Background: an optimization exercise with open tools, aiming at small area and a short achievable clock period. Do not read the settings as production practice.
The RTL was checked by simulation tests, not by an equivalence proof against the original design.
Power and IR drop assume default switching activity.

==> flow/design.v <==
package merge_fifo_ctrl_pkg;
   localparam int OUT_DEPTH = 2;
   typedef enum logic {CH0 = 1'b0, CH1 = 1'b1} chan_e;
endpackage
module tdpram_v #(
   parameter int NROW   = 16,
   parameter int NCOL   = 16,
   parameter int DWIDTH = 17
) (
   input  logic              clk_i,
   input  logic              wen_i,
   input  logic [DWIDTH-1:0] wdata_i,
   input  logic [NROW-1:0]   rrow_i,
   input  logic [NCOL-1:0]   rcol_i,
   output logic [DWIDTH-1:0] rdata_o
);
   localparam int NWORDS = NROW * NCOL;
   logic [DWIDTH-1:0] mem [NWORDS];
   always_ff @(posedge clk_i) begin
      if (wen_i) begin
         mem[0] <= wdata_i;
         for (int w = 1; w < NWORDS; w++)
            mem[w] <= mem[w - 1];
      end
   end
   logic [DWIDTH-1:0] row_q [NROW];
   always_comb begin
      for (int r = 0; r < NROW; r++) begin
         row_q[r] = '0;
         for (int c = 0; c < NCOL; c++)
            row_q[r] = row_q[r] | (mem[r * NCOL + c] & {DWIDTH{rcol_i[c]}});
      end
      rdata_o = '0;
      for (int r = 0; r < NROW; r++)
         rdata_o = rdata_o | (row_q[r] & {DWIDTH{rrow_i[r]}});
   end
endmodule
module merge_fifo_ctrl #(
   parameter int AWIDTH = 8,
   parameter int DWIDTH = 16
) (
   input  logic              clk_i,
   input  logic              rst_i,
   input  logic [DWIDTH-1:0] s0_data_i,
   input  logic              s0_valid_i,
   output logic              s0_ready_o,
   input  logic [DWIDTH-1:0] s1_data_i,
   input  logic              s1_valid_i,
   output logic              s1_ready_o,
   output logic [DWIDTH-1:0] m_data_o,
   output logic              m_chan_o,
   output logic              m_valid_o,
   input  logic              m_ready_i,
   output logic [AWIDTH+1:0] level_o,
   output logic              full_o,
   output logic              empty_o
);
   localparam int PTR_W    = AWIDTH + 1;   
   localparam int CHAN_BIT = DWIDTH;
   localparam int RW       = DWIDTH + 1;
   localparam int LW       = AWIDTH + 2;
   localparam int NWORDS   = 2 ** AWIDTH;
   localparam int CW       = AWIDTH / 2;
   localparam int NCOL     = 2 ** CW;
   localparam int NROW     = NWORDS / NCOL;
   logic [PTR_W-1:0]  occ_q;
   logic [LW-1:0]     level_q;
   logic              full_q, empty_q, ram_empty_q, valid_q;
   logic              rd_pend;
   logic [1:0]        out_cnt;
   merge_fifo_ctrl_pkg::chan_e last_grant;
   logic              wst_valid;
   logic [RW-1:0]     wst_data;
   logic [AWIDTH-1:0] rd_pos;
   logic [NROW-1:0]   rd_row;
   logic [NCOL-1:0]   rd_col;
   logic [RW-1:0]     out_q, skid_q, ram_rd;
   logic              gnt0, gnt1, acc0, acc1, acc, pop, issue;
   assign gnt0 = s0_valid_i && (!s1_valid_i || last_grant == merge_fifo_ctrl_pkg::CH1);
   assign gnt1 = s1_valid_i && (!s0_valid_i || last_grant == merge_fifo_ctrl_pkg::CH0);
   assign s0_ready_o = gnt0 && !full_q && !rst_i;
   assign s1_ready_o = gnt1 && !full_q && !rst_i;
   assign acc0       = s0_ready_o;
   assign acc1       = s1_ready_o;
   assign acc        = acc0 || acc1;
   assign full_o    = full_q;
   assign empty_o   = empty_q;
   assign level_o   = level_q;
   assign m_valid_o = valid_q;
   assign m_data_o  = out_q[DWIDTH-1:0];
   assign m_chan_o  = out_q[CHAN_BIT];
   assign pop       = valid_q && m_ready_i;
   always_comb begin
      case ({out_cnt, rd_pend})
         3'b000, 3'b001, 3'b010: issue = !ram_empty_q;
         3'b011, 3'b100:         issue = !ram_empty_q && m_ready_i;
         default:                issue = 1'b0;
      endcase
   end
   always_ff @(posedge clk_i) begin
      if (rst_i) begin
         occ_q       <= '0;
         level_q     <= '0;
         full_q      <= 1'b0;
         empty_q     <= 1'b1;
         ram_empty_q <= 1'b1;
         valid_q     <= 1'b0;
         rd_pend     <= 1'b0;
         out_cnt     <= 2'd0;
         last_grant  <= merge_fifo_ctrl_pkg::CH1;
      end else begin
         if (acc && !issue) begin
            occ_q       <= occ_q + PTR_W'(1);
            full_q      <= (occ_q == PTR_W'(NWORDS - 1));
            ram_empty_q <= 1'b0;
         end else if (!acc && issue) begin
            occ_q       <= occ_q - PTR_W'(1);
            full_q      <= 1'b0;
            ram_empty_q <= (occ_q == PTR_W'(1));
         end
         if (acc && !pop) begin
            level_q <= level_q + LW'(1);
            empty_q <= 1'b0;
         end else if (!acc && pop) begin
            level_q <= level_q - LW'(1);
            empty_q <= (level_q == LW'(1));
         end
         if (acc)
            last_grant <= acc1 ? merge_fifo_ctrl_pkg::CH1 : merge_fifo_ctrl_pkg::CH0;
         rd_pend <= issue;
         out_cnt <= out_cnt + 2'(rd_pend) - 2'(pop);
         valid_q <= (out_cnt + 2'(rd_pend) - 2'(pop)) != 2'd0;
      end
   end
   assign rd_pos = AWIDTH'(occ_q - PTR_W'(1));
   always_ff @(posedge clk_i) begin
      rd_col <= NCOL'(1) << rd_pos[CW-1:0];
      rd_row <= NROW'(1) << rd_pos[AWIDTH-1:CW];
   end
   always_ff @(posedge clk_i) begin
      wst_valid <= acc;
      wst_data  <= acc1 ? {1'b1, s1_data_i} : {1'b0, s0_data_i};
   end
   always_ff @(posedge clk_i) begin
      if (pop || out_cnt == 2'd0)
         out_q <= (out_cnt == 2'd2) ? skid_q : ram_rd;
      if (pop || out_cnt != 2'd2)
         skid_q <= ram_rd;
   end
   tdpram_v #(
      .NROW   (NROW),
      .NCOL   (NCOL),
      .DWIDTH (RW)
   ) u_ram (
      .clk_i   (clk_i),
      .wen_i   (wst_valid),
      .wdata_i (wst_data),
      .rrow_i  (rd_row),
      .rcol_i  (rd_col),
      .rdata_o (ram_rd)
   );
endmodule
Settings: LEC_CHECK=0, CAP_MARGIN=20, CORE_MARGIN=2, CORE_UTILIZATION=65, CTS_BUF_LIST=sky130_fd_sc_hd__clkbuf_16, CTS_CLUSTER_DIAMETER=100, CTS_CLUSTER_SIZE=25, SLEW_MARGIN=20, SYNTH_MEMORY_MAX_BITS=8192; clock period 10.0 ns.
standard.sh (not shown) runs the stock make flow with config.mk's settings and CLKGATE_MAP_FILE= SYNTH_SCRIPT=/design/flow/synth_recipe.tcl, a recipe that flattens the netlist after the stock synthesis.
==> flow/flow/run.sh <==
#!/bin/bash
export BUFFER_PORTS_ARGS="-buffer_cell sky130_fd_sc_hd__buf_2"
export SETUP_SLACK_MARGIN=5.5
export CTS_ARGS="-sink_clustering_enable -repair_clock_nets -buf_list sky130_fd_sc_hd__clkbuf_16 -sink_clustering_size 25 -sink_clustering_max_diameter 100 -dont_use_dummy_load"
bash standard.sh > standard.log 2>&1
The first run ran to the end with no violations.
==> next run, changes <==
--- a/flow/design.v
+++ b/flow/design.v
@@ -10,8 +10,8 @@
    input  logic              clk_i,
    input  logic              wen_i,
    input  logic [DWIDTH-1:0] wdata_i,
-   input  logic [NROW-1:0]   rrow_i,
-   input  logic [NCOL-1:0]   rcol_i,
+   input  logic [NROW-1:0]   rrow_n_i,
+   input  logic [NCOL-1:0]   rcol_n_i,
    output logic [DWIDTH-1:0] rdata_o
 );
    localparam int NWORDS = NROW * NCOL;
@@ -26,13 +26,13 @@
    logic [DWIDTH-1:0] row_q [NROW];
    always_comb begin
       for (int r = 0; r < NROW; r++) begin
-         row_q[r] = '0;
+         row_q[r] = '1;
          for (int c = 0; c < NCOL; c++)
-            row_q[r] = row_q[r] | (mem[r * NCOL + c] & {DWIDTH{rcol_i[c]}});
+            row_q[r] = row_q[r] & (mem[r * NCOL + c] | {DWIDTH{rcol_n_i[c]}});
       end
-      rdata_o = '0;
+      rdata_o = '1;
       for (int r = 0; r < NROW; r++)
-         rdata_o = rdata_o | (row_q[r] & {DWIDTH{rrow_i[r]}});
+         rdata_o = rdata_o & (row_q[r] | {DWIDTH{rrow_n_i[r]}});
    end
 endmodule
 module merge_fifo_ctrl #(
@@ -60,7 +60,7 @@
    localparam int RW       = DWIDTH + 1;
    localparam int LW       = AWIDTH + 2;
    localparam int NWORDS   = 2 ** AWIDTH;
-   localparam int CW       = AWIDTH / 2;
+   localparam int CW       = 5;
    localparam int NCOL     = 2 ** CW;
    localparam int NROW     = NWORDS / NCOL;
    logic [PTR_W-1:0]  occ_q;
@@ -72,17 +72,16 @@
    logic              wst_valid;
    logic [RW-1:0]     wst_data;
    logic [AWIDTH-1:0] rd_pos;
-   logic [NROW-1:0]   rd_row;
-   logic [NCOL-1:0]   rd_col;
+   logic [NROW-1:0]   rd_row_n;
+   logic [NCOL-1:0]   rd_col_n;
    logic [RW-1:0]     out_q, skid_q, ram_rd;
-   logic              gnt0, gnt1, acc0, acc1, acc, pop, issue;
+   logic              gnt0, gnt1, acc, sel1, pop, issue;
    assign gnt0 = s0_valid_i && (!s1_valid_i || last_grant == merge_fifo_ctrl_pkg::CH1);
    assign gnt1 = s1_valid_i && (!s0_valid_i || last_grant == merge_fifo_ctrl_pkg::CH0);
    assign s0_ready_o = gnt0 && !full_q && !rst_i;
    assign s1_ready_o = gnt1 && !full_q && !rst_i;
-   assign acc0       = s0_ready_o;
-   assign acc1       = s1_ready_o;
-   assign acc        = acc0 || acc1;
+   assign acc        = (s0_valid_i || s1_valid_i) && !full_q && !rst_i;
+   assign sel1       = (last_grant == merge_fifo_ctrl_pkg::CH0) ? s1_valid_i : !s0_valid_i;
    assign full_o    = full_q;
    assign empty_o   = empty_q;
    assign level_o   = level_q;
@@ -126,7 +125,7 @@
             empty_q <= (level_q == LW'(1));
          end
          if (acc)
-            last_grant <= acc1 ? merge_fifo_ctrl_pkg::CH1 : merge_fifo_ctrl_pkg::CH0;
+            last_grant <= sel1 ? merge_fifo_ctrl_pkg::CH1 : merge_fifo_ctrl_pkg::CH0;
          rd_pend <= issue;
          out_cnt <= out_cnt + 2'(rd_pend) - 2'(pop);
          valid_q <= (out_cnt + 2'(rd_pend) - 2'(pop)) != 2'd0;
@@ -134,12 +133,12 @@
    end
    assign rd_pos = AWIDTH'(occ_q - PTR_W'(1));
    always_ff @(posedge clk_i) begin
-      rd_col <= NCOL'(1) << rd_pos[CW-1:0];
-      rd_row <= NROW'(1) << rd_pos[AWIDTH-1:CW];
+      rd_col_n <= ~(NCOL'(1) << rd_pos[CW-1:0]);
+      rd_row_n <= ~(NROW'(1) << rd_pos[AWIDTH-1:CW]);
    end
    always_ff @(posedge clk_i) begin
       wst_valid <= acc;
-      wst_data  <= acc1 ? {1'b1, s1_data_i} : {1'b0, s0_data_i};
+      wst_data  <= sel1 ? {1'b1, s1_data_i} : {1'b0, s0_data_i};
    end
    always_ff @(posedge clk_i) begin
       if (pop || out_cnt == 2'd0)
@@ -155,8 +154,8 @@
       .clk_i   (clk_i),
       .wen_i   (wst_valid),
       .wdata_i (wst_data),
-      .rrow_i  (rd_row),
-      .rcol_i  (rd_col),
+      .rrow_n_i (rd_row_n),
+      .rcol_n_i (rd_col_n),
       .rdata_o (ram_rd)
    );
 endmodule
- setup slack improves by 0.12 ns
- clock skew barely changes
- final area drops by 1.5%
- routed wire length is higher by 13%
- total power decreases by about 9%
- sequential power came out lower by about 2%
- sequential share of layout area went up by 1.4 points
- worst hold slack loses 0.017 ns

[afterwards: timing with drivers on the ports]
No port has a modelled driver above. Below, the same layouts with a new extraction and two added sets of constraints. Step 1, drivers: a clkbuf_16 drives clk_i and a buf_2 each remaining input, both assumed. Step 2, shift: input delay + t, output delay - t, t = (earliest + latest rising clock arrival at the registers) / 2. This alone moves slack from input paths to output paths. a / b / c = ideal ports / drivers / drivers and shift; a / b = the first two.
run	shift t [ns]	setup slack, ns	worst setup path at the end	cell pins on the clock port's net
the first run	0.940	5.388 / 5.313 / 5.313	input to output	1
the second run	0.954	5.505 / 5.430 / 5.430	input to output	1
After both steps setup and hold are still met in every run listed.
